Context: an optimization exercise on an open-source flow, tuned for small area, a short achievable clock period and few clock cycles per item. The choices shown serve that exercise and are no tape-out recipe. In this exercise RTL edits were held to simulation tests only and were not proved equivalent to the original.

run A:
Design voltage_sag_load_limiter, start of the top module:
module voltage_sag_load_limiter #(
  parameter int AVG_DEPTH = 16,
  parameter int VREF_MV = 3300,
  parameter int DIVIDER_RATIO = 11
) (
  input  wire logic                            clk,
  input  wire logic                            rst,
  input  wire logic                            in_valid,
  output logic                                 in_stall,
  input  wire logic [18:0]                     in_data,
  output logic                                 out_valid,
  input  wire logic                            out_stall,
  output logic [42:0]                          out_data,
  input  wire logic                            cfg_we,
  input  wire logic [vsll_pkg::CFG_IDX_W-1:0]  cfg_index,
  input  wire logic [vsll_pkg::CFG_DATA_W-1:0] cfg_data
);
  logic [15:0] cfg_low, cfg_high, cfg_pdi, cfg_pul, cfg_puh, cfg_maxnn;
  logic [6:0]  cfg_ceil;
  logic [7:0]  cfg_cc;
  always_ff @(posedge clk) begin
    if (rst) begin
      cfg_low <= RST_LOW_THRESHOLD;
      cfg_high <= RST_HIGH_THRESHOLD;
      cfg_ceil <= RST_LIMIT_CEILING;
      cfg_cc <= RST_CONFIRM_CYCLES;
      cfg_pdi <= RST_PAUSE_DOWN_INIT;
      cfg_pul <= RST_PAUSE_UP_LOW;
      cfg_puh <= RST_PAUSE_UP_HIGH;
      cfg_maxnn <= RST_MAX_NO_NOMINAL;
    end else if (cfg_we) begin
      case (cfg_index)
        3'd0: cfg_low <= cfg_data;
        3'd1: cfg_high <= cfg_data;
        3'd2: cfg_ceil <= cfg_data[6:0];
        3'd3: cfg_cc <= cfg_data[7:0];
        3'd4: cfg_pdi <= cfg_data;
        3'd5: cfg_pul <= cfg_data;
        3'd6: cfg_puh <= cfg_data;
        default: cfg_maxnn <= cfg_data;
      endcase
    end
  end
  logic [6:0]  limit, prev_req;
  logic [7:0]  low_cnt, high_cnt;
  logic [15:0] raise_pause, lower_pause, nn_count, err_total;
  logic [15:0] mv_o;
  logic [1:0]  cls_o;
  logic        moved_o, nne_o;
  logic        err;
  logic aux_v;             
  logic v0, v1, v2, vq, v3;
  logic blocked, fire, load3;
  logic stall_q;           
  assign in_stall = stall_q;
  assign blocked = out_valid && out_stall;
  assign fire = v3 && !blocked;
  assign load3 = !v3 || !blocked;
  always_ff @(posedge clk) begin
    if (rst) begin
      aux_v <= 1'b0;
      stall_q <= 1'b0;
      v0 <= 1'b0;
      vq <= 1'b0;
      v1 <= 1'b0;
      v2 <= 1'b0;
      v3 <= 1'b0;
      out_valid <= 1'b0;
    end else begin
      if (!aux_v) begin
        v0 <= in_valid;
  ...
Size in the first run: roughly 2,900 cells after synthesis, about 590 flip-flops, ~88 I/O pins, roughly 0.030 mm² of cells after synthesis.
clock: 11.0 ns
lec_check: 0
cap_margin: 20
core_margin: 2
core_utilization: 40
cts_buf_list: sky130_fd_sc_hd__clkbuf_8 sky130_fd_sc_hd__clkbuf_16
cts_cluster_diameter: 80
cts_cluster_size: 20
place_density: 0.6
slew_margin: 20
standard.sh (not shown) runs the stock make flow with config.mk's settings and CLKGATE_MAP_FILE= SYNTH_SCRIPT=/design/flow/synth_recipe.tcl, a recipe that flattens the netlist after the stock synthesis.
==> flow/flow/run.sh <==
#!/bin/bash
# Standard layout, with two changes to how it is made (the clock period and every constraint
# stay as given): every port still gets a buffer, but a plain buf_2 instead of the default
# delay cell, and the timing repair aims at a tighter setup target than the clock period.
set -euo pipefail
bash standard.sh SETUP_SLACK_MARGIN=7 'BUFFER_PORTS_ARGS=-buffer_cell sky130_fd_sc_hd__buf_2' finish > standard_flow.log 2>&1
No stage failed in run A, and the final checks on the layout all came back clean.
Testbench counts of run A, summed over its fixed seeds: cycles 8,192, items 8,000.
Input changes introduced in run B (baseline for comparison: run A):
- PLACE_DENSITY changed from 0.6 to 0.7
- CORE_UTILIZATION changed from 40 to 55
-- flow/flow/run.sh --
<<< run A, line 5
set -euo pipefail
bash standard.sh SETUP_SLACK_MARGIN=7 'BUFFER_PORTS_ARGS=-buffer_cell sky130_fd_sc_hd__buf_2' finish > standard_flow.log 2>&1
>>> run B, line 5
set -euo pipefail
bash standard.sh SETUP_SLACK_MARGIN=7.2 'BUFFER_PORTS_ARGS=-buffer_cell sky130_fd_sc_hd__buf_2' finish > standard_flow.log 2>&1
--- outcome ---
| number of global-route vias before repair | run B vs run A | about 1.5% higher |
In summary, run B completed successfully, with a layout that passed the timing, DRC and antenna checks.
Buffers inserted during post-CTS setup optimization, run A and run B: higher on run B
From run A to run B the numbers moved as follows: standard cell core area moved down, average via count per standard cell up 8.3%, worst hold slack fell by 0.0051 ns, post-placement cell count shrank by 276.

==> re-timing with driven ports <==
How much do the figures lean on ideal ports? The routed layouts below were timed once more, with nothing changed but the port constraints. Step 1, drivers: a clkbuf_16 drives clk and a buf_2 each remaining input, both assumed. Step 2 moves the port delays by t, midway between the first and last clock arrival at a register: inputs arrive t later, outputs are due t later. That takes back most of the time a late clock gives input paths. a / b / c = ideal ports / drivers / drivers and shift; a / b = the first two.
run	t (ns)	setup WS [ns]	hold slack, ns	worst register clock-pin slew, ns
run A	0.656	7.129 / 7.129 / 6.594	0.413 / 0.413 / 0.413	0.09 / 0.09
run B	0.634	7.181 / 7.181 / 6.740	0.407 / 0.407 / 0.407	0.09 / 0.09
After both steps every run listed still meets setup and hold. For run A, which loses most, drivers alone change the setup slack by 0.000 ns; drivers and shift together by -0.535 ns.
